This design comes from an exercise in tuning for small area on the open sky130 flow, not from production work.
The RTL was checked by simulation tests, not by an equivalence proof against the original design.
Power figures rest on the tool's default switching activity, not on a simulated workload. No driver is modelled on the clock port, so clocking that relies on it looks cheaper here than on a real chip.

## mnist_frame_binarizer
module mnist_frame_binarizer
(
    input  logic                  clk,
    input  logic                  rst_n,
    input  logic                  in_valid,
    output logic                  in_ready,
    input  logic [mnist_frame_binarizer_pkg::PIX_W-1:0] in_pixel,
    input  logic                  in_last,
    output logic                  out_valid,
    input  logic                  out_ready,
    output logic [mnist_frame_binarizer_pkg::NET_INPUTS-1:0] out_frame,
    output logic                  frame_err
    ,
    output logic [7:0]            err_cnt
);
Size in the first run: ~930 cells after synthesis, about 820 flip-flops, ~420 I/O pins, roughly 25000 µm² of cells after synthesis.
export LEC_CHECK = 0
export CAP_MARGIN = 0
export CORE_MARGIN = 2
export CORE_UTILIZATION = 75
export CTS_BUF_LIST = sky130_fd_sc_hd__clkbuf_16
export CTS_CLUSTER_DIAMETER = 200
export CTS_CLUSTER_SIZE = 30
export SLEW_MARGIN = 0
create_clock -name core_clock -period 6.5 [get_ports {clk}]
standard.sh (not shown) runs the stock make flow with config.mk's settings and CLKGATE_MAP_FILE= SYNTH_SCRIPT=/design/flow/synth_recipe.tcl, a recipe that flattens the netlist after the stock synthesis.
==> flow/flow/run.sh <==
#!/bin/bash
# Standard layout, but with the smallest buffer on every input and output port.
set -euo pipefail
export BUFFER_PORTS_ARGS="-buffer_cell sky130_fd_sc_hd__buf_1"
bash standard.sh > standard.log 2>&1
Rerun with:
Settings changed: CORE_UTILIZATION 75 to 60.
Cell area rises by 0.33%.
Global-route usage falls by 9.0 points.
Sequential power is about the same.
Core utilization falls by 17 points.
Fmax rises by 9.2%.
Total power falls by 0.48%.
Routed wire length falls by 12%.
Synthesized area does not change.
Combinational power falls by 9.9%.
Worst hold slack is worse by 0.0045 ns.
Setup slack is better by 0.30 ns.
Rerun with:
==> flow/run.sh (new file) <==
#!/bin/bash
# synth_recipe.tcl (not shown) runs the flow's synth.tcl, then flattens the netlist and writes it again
# the make line also repeats each setting of config.mk as NAME=value (left out here)
make -C /OpenROAD-flow-scripts/flow DESIGN_CONFIG=/design/flow/config.mk WORK_HOME=/design/flow/orfs CLKGATE_MAP_FILE= SYNTH_SCRIPT=/design/flow/synth_recipe.tcl finish
Settings changed: CAP_MARGIN 0 to 20, CORE_UTILIZATION 60 to 40, CTS_BUF_LIST sky130_fd_sc_hd__clkbuf_16 to default, CTS_CLUSTER_DIAMETER 200 to default, CTS_CLUSTER_SIZE 30 to default, SLEW_MARGIN 0 to 20.
removed: flow/flow/run.sh
removed: flow/standard.sh
Wire length is higher by about 5%.
Via count rises by 4.3%.
Setup slack degrades by 0.21 ns.
Core utilization came out lower by 15 points.
Register-to-register slack improves by 0.05 ns.
Sequential power hardly moves.
Rerun with:
==> flow/flow/run.sh (new file) <==
#!/bin/bash
# Standard layout, but with the smallest buffer on every input and output port.
set -euo pipefail
export BUFFER_PORTS_ARGS="-buffer_cell sky130_fd_sc_hd__buf_1"
bash standard.sh > standard.log 2>&1
==> flow/standard.sh (new file) <==
#!/bin/bash
# synth_recipe.tcl (not shown) runs the flow's synth.tcl, then flattens the netlist and writes it again
# the make line also repeats each setting of config.mk as NAME=value (left out here)
make -C /OpenROAD-flow-scripts/flow DESIGN_CONFIG=/design/flow/config.mk WORK_HOME=/design/flow/orfs CLKGATE_MAP_FILE= SYNTH_SCRIPT=/design/flow/synth_recipe.tcl "${@:-finish}"
Settings changed: CORE_UTILIZATION 40 to 60, CTS_BUF_LIST from default to sky130_fd_sc_hd__clkbuf_4 sky130_fd_sc_hd__clkbuf_8, CTS_CLUSTER_SIZE from default to 30.
removed: flow/run.sh
Effect: The new run went through all stages and came out clean; cell area goes down by roughly a tenth; worst setup slack gains 0.26 ns; cell count goes down by roughly a tenth; synthesized cell count does not change; sequential cell count does not change; count of clock-buffer cells in the layout goes up by 60; wire length hardly moves; power goes down by a little under a tenth; utilization goes up by 18 points.

The RTL this note starts from:
==> flow/design.v <==
package mnist_frame_binarizer_pkg;
    localparam int IMG_W      = 28;
    localparam int IMG_H      = 28;
    localparam int CROP_OFF   = 4;
    localparam int CROP_W     = 20;
    localparam int PIX_W      = 8;
    localparam int THRESH     = 128;
    localparam int NET_INPUTS = CROP_W * CROP_W;
    localparam int COL_W = $clog2(IMG_W);
    localparam int ROW_W = $clog2(IMG_H);
    localparam int K_W   = $clog2(NET_INPUTS);
    localparam logic [COL_W-1:0] COL_LAST    = COL_W'(IMG_W - 1);
    localparam logic [ROW_W-1:0] ROW_LAST    = ROW_W'(IMG_H - 1);
    localparam logic [COL_W-1:0] COL_CROP_LO = COL_W'(CROP_OFF);
    localparam logic [COL_W-1:0] COL_CROP_HI = COL_W'(CROP_OFF + CROP_W - 1);
    localparam logic [ROW_W-1:0] ROW_CROP_LO = ROW_W'(CROP_OFF);
    localparam logic [ROW_W-1:0] ROW_CROP_HI = ROW_W'(CROP_OFF + CROP_W - 1);
    localparam logic [PIX_W-1:0] THRESH_V    = PIX_W'(THRESH);
    typedef enum logic {
        FILL = 1'b0,
        HOLD = 1'b1
    } state_t;
endpackage
module mnist_crop_counter
(
    input  logic           clk,
    input  logic           rst_n,
    input  logic           beat,
    input  logic           in_last,
    output logic           in_crop,
    output logic           is_final
);
    localparam logic [4:0] X_FIRST = 5'(32 - mnist_frame_binarizer_pkg::CROP_OFF);
    localparam logic [4:0] X_LAST  = 5'(mnist_frame_binarizer_pkg::IMG_W - 1 - mnist_frame_binarizer_pkg::CROP_OFF);
    logic [4:0] row_q;
    logic [4:0] col_q;
    logic       col_end;
    logic       restart;
    logic       col_step;
    logic       row_step;
    always_comb begin
        col_end  = (col_q == X_LAST);
        in_crop  = (row_q < 5'(mnist_frame_binarizer_pkg::CROP_W)) && (col_q < 5'(mnist_frame_binarizer_pkg::CROP_W));
        is_final = (row_q == X_LAST) && col_end;
        restart  = beat && (is_final || in_last || col_end);
        col_step = beat && !(is_final || in_last || col_end);
        row_step = beat && col_end && !(is_final || in_last);
    end
    always_ff @(posedge clk or negedge rst_n) begin
        if (!rst_n) begin
            col_q <= X_FIRST;
        end else if (restart) begin
            col_q <= X_FIRST;
        end else if (col_step) begin
            col_q <= col_q + 5'd1;
        end
    end
    always_ff @(posedge clk or negedge rst_n) begin
        if (!rst_n) begin
            row_q <= X_FIRST;
        end else if (beat && (is_final || in_last)) begin
            row_q <= X_FIRST;
        end else if (row_step) begin
            row_q <= row_q + 5'd1;
        end
    end
endmodule
module mnist_frame_binarizer
(
    input  logic                  clk,
    input  logic                  rst_n,
    input  logic                  in_valid,
    output logic                  in_ready,
    input  logic [mnist_frame_binarizer_pkg::PIX_W-1:0] in_pixel,
    input  logic                  in_last,
    output logic                  out_valid,
    input  logic                  out_ready,
    output logic [mnist_frame_binarizer_pkg::NET_INPUTS-1:0] out_frame,
    output logic                  frame_err
    ,
    output logic [7:0]            err_cnt
);
    logic                  hold_q;
    logic [mnist_frame_binarizer_pkg::NET_INPUTS-1:0] asm_q;
    logic                  beat;
    logic                  pix_bit;
    logic                  in_crop;
    logic                  is_final;
    logic                  frame_done;
    logic                  out_free;
    logic                  out_take;
    logic                  load;
    assign in_ready = !hold_q;
    mnist_crop_counter u_cnt (
        .clk      (clk),
        .rst_n    (rst_n),
        .beat     (beat),
        .in_last  (in_last),
        .in_crop  (in_crop),
        .is_final (is_final)
    );
    always_comb begin
        beat       = in_valid && !hold_q;
        pix_bit    = (in_pixel >= mnist_frame_binarizer_pkg::THRESH_V);
        frame_done = beat && is_final && in_last;
        out_free   = !out_valid || out_ready;
        out_take   = out_valid && out_ready;
        load       = (frame_done && out_free) || (hold_q && out_take);
    end
    always_ff @(posedge clk) begin
        if (beat && in_crop) begin
            asm_q <= {pix_bit, asm_q[mnist_frame_binarizer_pkg::NET_INPUTS-1:1]};
        end
        if (load) begin
            out_frame <= asm_q;
        end
    end
    always_ff @(posedge clk or negedge rst_n) begin
        if (!rst_n) begin
            hold_q    <= 1'b0;
            out_valid <= 1'b0;
            frame_err <= 1'b0;
        end else begin
            hold_q    <= hold_q ? !out_ready : (frame_done && !out_free);
            out_valid <= load || (out_valid && !out_ready);
            frame_err <= beat && (in_last != is_final);
        end
    end
    logic err_inc;
    assign err_inc = frame_err && !(&err_cnt);
    always_ff @(posedge clk or negedge rst_n) begin
        if (!rst_n) begin
            err_cnt <= '0;
        end else begin
            err_cnt <= err_cnt + {7'd0, err_inc};
        end
    end
endmodule
clock: 6.5 ns
lec_check: 0
cap_margin: 0
core_margin: 2
core_utilization: 65
cts_buf_list: sky130_fd_sc_hd__clkbuf_16
cts_cluster_diameter: 200
cts_cluster_size: 33
slew_margin: 0
==> flow/flow/run.sh <==
#!/bin/bash
# Standard layout with these changes:
#  - the combinational logic of the standard synthesis is re-mapped for area
#    (flip-flops untouched), before floorplanning;
#  - every input and output port gets the smallest buffer;
#  - the placement-stage repair may use only small buffers and inverters;
#  - the clock tree has no dummy loads.
set -euo pipefail
here=$(pwd)
export BUFFER_PORTS_ARGS="-buffer_cell sky130_fd_sc_hd__buf_1"
export PRE_GLOBAL_PLACE_TCL=$here/flow/small_bufs.tcl
export PRE_RESIZE_TCL=$here/flow/small_bufs.tcl
# The standard clock tree settings, without dummy loads on the leaf nets.
export CTS_ARGS="-sink_clustering_enable -repair_clock_nets -sink_clustering_size 33 -sink_clustering_max_diameter 200 -buf_list sky130_fd_sc_hd__clkbuf_16 -dont_use_dummy_load"
R=$here/orfs/results/$FLOW_PLATFORM/mnist_frame_binarizer/base
LIB=$FLOW_HOME/platforms/sky130hd/lib/sky130_fd_sc_hd__tt_025C_1v80.lib

bash standard.sh synth > synth.log 2>&1

# Cells the flow may not use, as the standard synthesis passed them to abc.
DU=$(grep -o -- "-dont_use [A-Za-z0-9_]*" orfs/logs/$FLOW_PLATFORM/mnist_frame_binarizer/base/1_2_yosys.log | sort -u | tr '\n' ' ')
cp $R/1_2_yosys.v std_synth.v
sed -e "s#@LIB@#$LIB#g" -e "s#@IN@#$here/std_synth.v#" -e "s#@TOP@#$FLOW_TOP#" \
    -e "s#@DONTUSE@#$DU#" -e "s#@SCRIPT@#$here/flow/area.abc#" -e "s#@OUT@#$here/resyn_all.v#" \
    flow/resyn.ys.in > resyn.ys
yosys -l resyn.log resyn.ys > /dev/null 2>&1
# Keep only the top module (the file also holds the cell models yosys read).
awk -v top="$FLOW_TOP" '$1=="module"{keep=($2 ~ "^"top"[ (]")} keep{print} $1=="endmodule"{keep=0}' resyn_all.v > resyn.v
grep -q "^module $FLOW_TOP" resyn.v
cp resyn.v $R/1_2_yosys.v
touch $R/1_2_yosys.v

bash standard.sh finish > standard.log 2>&1
==> flow/flow/area.abc <==
&get -n
&deepsyn -T 20 -S 1
&put
dch -f
amap
==> flow/flow/small_bufs.tcl <==
# Keep the repair of the two 400-load enable nets to small buffers: the
# timing has slack to spare and a tree of small buffers takes less area.
set_dont_use {
  sky130_fd_sc_hd__buf_6 sky130_fd_sc_hd__buf_8 sky130_fd_sc_hd__buf_12 sky130_fd_sc_hd__buf_16
  sky130_fd_sc_hd__bufinv_8 sky130_fd_sc_hd__bufinv_16 sky130_fd_sc_hd__bufbuf_8 sky130_fd_sc_hd__bufbuf_16
  sky130_fd_sc_hd__clkbuf_8 sky130_fd_sc_hd__clkbuf_16
  sky130_fd_sc_hd__inv_8 sky130_fd_sc_hd__inv_12 sky130_fd_sc_hd__inv_16
  sky130_fd_sc_hd__clkinv_8 sky130_fd_sc_hd__clkinv_16
}
Other scripts of this flow, unchanged in this note and not shown: flow/flow/resyn.ys.in
Rerun with:
--- a/flow/flow/run.sh
+++ b/flow/flow/run.sh
@@ -6,2 +5,0 @@
-#  - the placement-stage repair may use only small buffers and inverters;
-#  - the clock tree has no dummy loads.
@@ -11,2 +8,0 @@
-export PRE_GLOBAL_PLACE_TCL=$here/flow/small_bufs.tcl
-export PRE_RESIZE_TCL=$here/flow/small_bufs.tcl
@@ -14 +10 @@
-export CTS_ARGS="-sink_clustering_enable -repair_clock_nets -sink_clustering_size 33 -sink_clustering_max_diameter 200 -buf_list sky130_fd_sc_hd__clkbuf_16 -dont_use_dummy_load"
+export CTS_ARGS="-sink_clustering_enable -repair_clock_nets -sink_clustering_size 34 -sink_clustering_max_diameter 200 -buf_list sky130_fd_sc_hd__clkbuf_16 -dont_use_dummy_load"
==> flow/flow/area.abc (replaced) <==
strash
dc2
dch -f
amap
topo
Settings changed: CORE_UTILIZATION 65 to 80, CTS_CLUSTER_SIZE 33 to 34.
removed: flow/flow/small_bufs.tcl
After rerunning:
- With this change the flow aborted during detailed placement (3_5_place_dp)
- synthesized area is about the same
- synthesized cell count rose by about 1%
Rerun with:
--- a/flow/flow/run.sh
+++ b/flow/flow/run.sh
@@ -5,0 +6 @@
+#  - the placement-stage repair may use only small buffers and inverters.
@@ -10,0 +12,2 @@
+export PRE_GLOBAL_PLACE_TCL=$here/flow/small_bufs.tcl
+export PRE_RESIZE_TCL=$here/flow/small_bufs.tcl
==> flow/flow/small_bufs.tcl (new file) <==
# Keep the repair of the two 400-load enable nets to small buffers: the
# timing has slack to spare and a tree of small buffers takes less area.
set_dont_use {
  sky130_fd_sc_hd__buf_6 sky130_fd_sc_hd__buf_8 sky130_fd_sc_hd__buf_12 sky130_fd_sc_hd__buf_16
  sky130_fd_sc_hd__bufinv_8 sky130_fd_sc_hd__bufinv_16 sky130_fd_sc_hd__bufbuf_8 sky130_fd_sc_hd__bufbuf_16
  sky130_fd_sc_hd__clkbuf_8 sky130_fd_sc_hd__clkbuf_16
  sky130_fd_sc_hd__inv_8 sky130_fd_sc_hd__inv_12 sky130_fd_sc_hd__inv_16
  sky130_fd_sc_hd__clkinv_8 sky130_fd_sc_hd__clkinv_16
}
Settings changed: CORE_UTILIZATION 80 to 70.
With this change the flow completed with no timing, DRC or antenna violations.
Synthesized area is unchanged.
Synthesized cell count stays the same.
Rerun with:
--- a/flow/flow/run.sh
+++ b/flow/flow/run.sh
@@ -6 +6,2 @@
-#  - the placement-stage repair may use only small buffers and inverters.
+#  - the placement-stage repair may use only small buffers and inverters;
+#  - the clock tree has no dummy loads.
@@ -10,2 +10,0 @@
-# The standard clock tree settings, without dummy loads on the leaf nets.
-export CTS_ARGS="-sink_clustering_enable -repair_clock_nets -sink_clustering_size 34 -sink_clustering_max_diameter 200 -buf_list sky130_fd_sc_hd__clkbuf_16 -dont_use_dummy_load"
@@ -13,0 +13,2 @@
+# The standard clock tree settings, without dummy loads on the leaf nets.
+export CTS_ARGS="-sink_clustering_enable -repair_clock_nets -sink_clustering_size 33 -sink_clustering_max_diameter 200 -buf_list sky130_fd_sc_hd__clkbuf_16 -dont_use_dummy_load"
==> flow/flow/area.abc (replaced) <==
&get -n
&deepsyn -T 20 -S 1
&put
dch -f
amap
Settings changed: CTS_CLUSTER_SIZE 34 to 33.
Via count came out lower by 0.83%.
Die area barely changes.
Cell area is about the same.
Routed wire length came out lower by 4.2%.
Global-route usage came out lower by 1.1 points.
Sequential power hardly moves.

RTL: the design.v shown in full above, as it stands there.
export LEC_CHECK = 0
export CAP_MARGIN = 0
export CORE_MARGIN = 2
export CORE_UTILIZATION = 80
export CTS_BUF_LIST = sky130_fd_sc_hd__clkbuf_16
export CTS_CLUSTER_DIAMETER = 200
export CTS_CLUSTER_SIZE = 34
export SLEW_MARGIN = 0
create_clock -name core_clock -period 6.5 [get_ports {clk}]
==> flow/flow/run.sh <==
#!/bin/bash
# Standard layout, but with the smallest buffer on every input and output port.
set -euo pipefail
export BUFFER_PORTS_ARGS="-buffer_cell sky130_fd_sc_hd__buf_1"
# The standard clock tree settings, without dummy loads on the leaf nets.
export CTS_ARGS="-sink_clustering_enable -repair_clock_nets -sink_clustering_size 34 -sink_clustering_max_diameter 200 -buf_list sky130_fd_sc_hd__clkbuf_16 -dont_use_dummy_load"
bash standard.sh > standard.log 2>&1
The starting point aborted during detailed placement (3_5_place_dp).
==> next run, changes <==
==> flow/flow/run.sh (replaced) <==
#!/bin/bash
# Standard layout, but with the smallest buffer on every input and output port.
set -euo pipefail
export BUFFER_PORTS_ARGS="-buffer_cell sky130_fd_sc_hd__buf_1"
bash standard.sh > standard.log 2>&1
--- a/flow/config.mk
+++ b/flow/config.mk
@@ -8,7 +8,8 @@
 export CAP_MARGIN = 0
 export CORE_MARGIN = 2
-export CORE_UTILIZATION = 80
+export CORE_UTILIZATION = 60
 export CTS_BUF_LIST = sky130_fd_sc_hd__clkbuf_16
 export CTS_CLUSTER_DIAMETER = 200
-export CTS_CLUSTER_SIZE = 34
+export CTS_CLUSTER_SIZE = 30
+export GPL_TIMING_DRIVEN = 0
 export SLEW_MARGIN = 0
Now the flow ran to the end with no violations.
Synthesized area does not change.
Synthesized cell count does not change.

afterwards: timing with drivers on the ports:
In the flow no input, the clock included, has a driving cell. The finished layouts below were timed again as built, in two steps. Step 1 sets driving cells, clkbuf_16 on the clock port and buf_2 on the other inputs (assumed; they add their load-dependent delay and slew). Step 2 also shifts input and output timing later by t, the mid clock arrival at the registers, as if the neighbouring blocks saw the same clock. a / b / c = ideal ports / drivers / drivers and shift; a / b = the first two.
| run | t (ns) | slack for setup (ns) | worst setup path after step 2 |
|---|---|---|---|
| the first run of note 1 | 0.648 | 2.906 / 2.920 / 2.272 | input to register |
| the second run of note 1 | 0.661 | 3.208 / 3.239 / 2.578 | input to register |
| the third run of note 1 | 0.659 | 2.994 / 3.014 / 2.355 | input to register |
| the fourth run of note 1 | 0.722 | 3.258 / 3.285 / 2.564 | input to register |
| the first run of note 2 | 0.636 | 2.374 / 2.400 / 1.764 | input to register |
| the third run of note 2 | 0.605 | 2.972 / 2.972 / 2.418 | input to register |
| the fourth run of note 2 | 0.629 | 2.462 / 2.485 / 1.856 | input to register |
| the second run of note 3 | 0.659 | 2.853 / 2.853 / 2.563 | input to register |
After both steps every run listed still meets setup and hold. The setup slack of the fourth run of note 1, which loses most, moves by +0.027 ns with the drivers and by -0.694 ns with both steps.
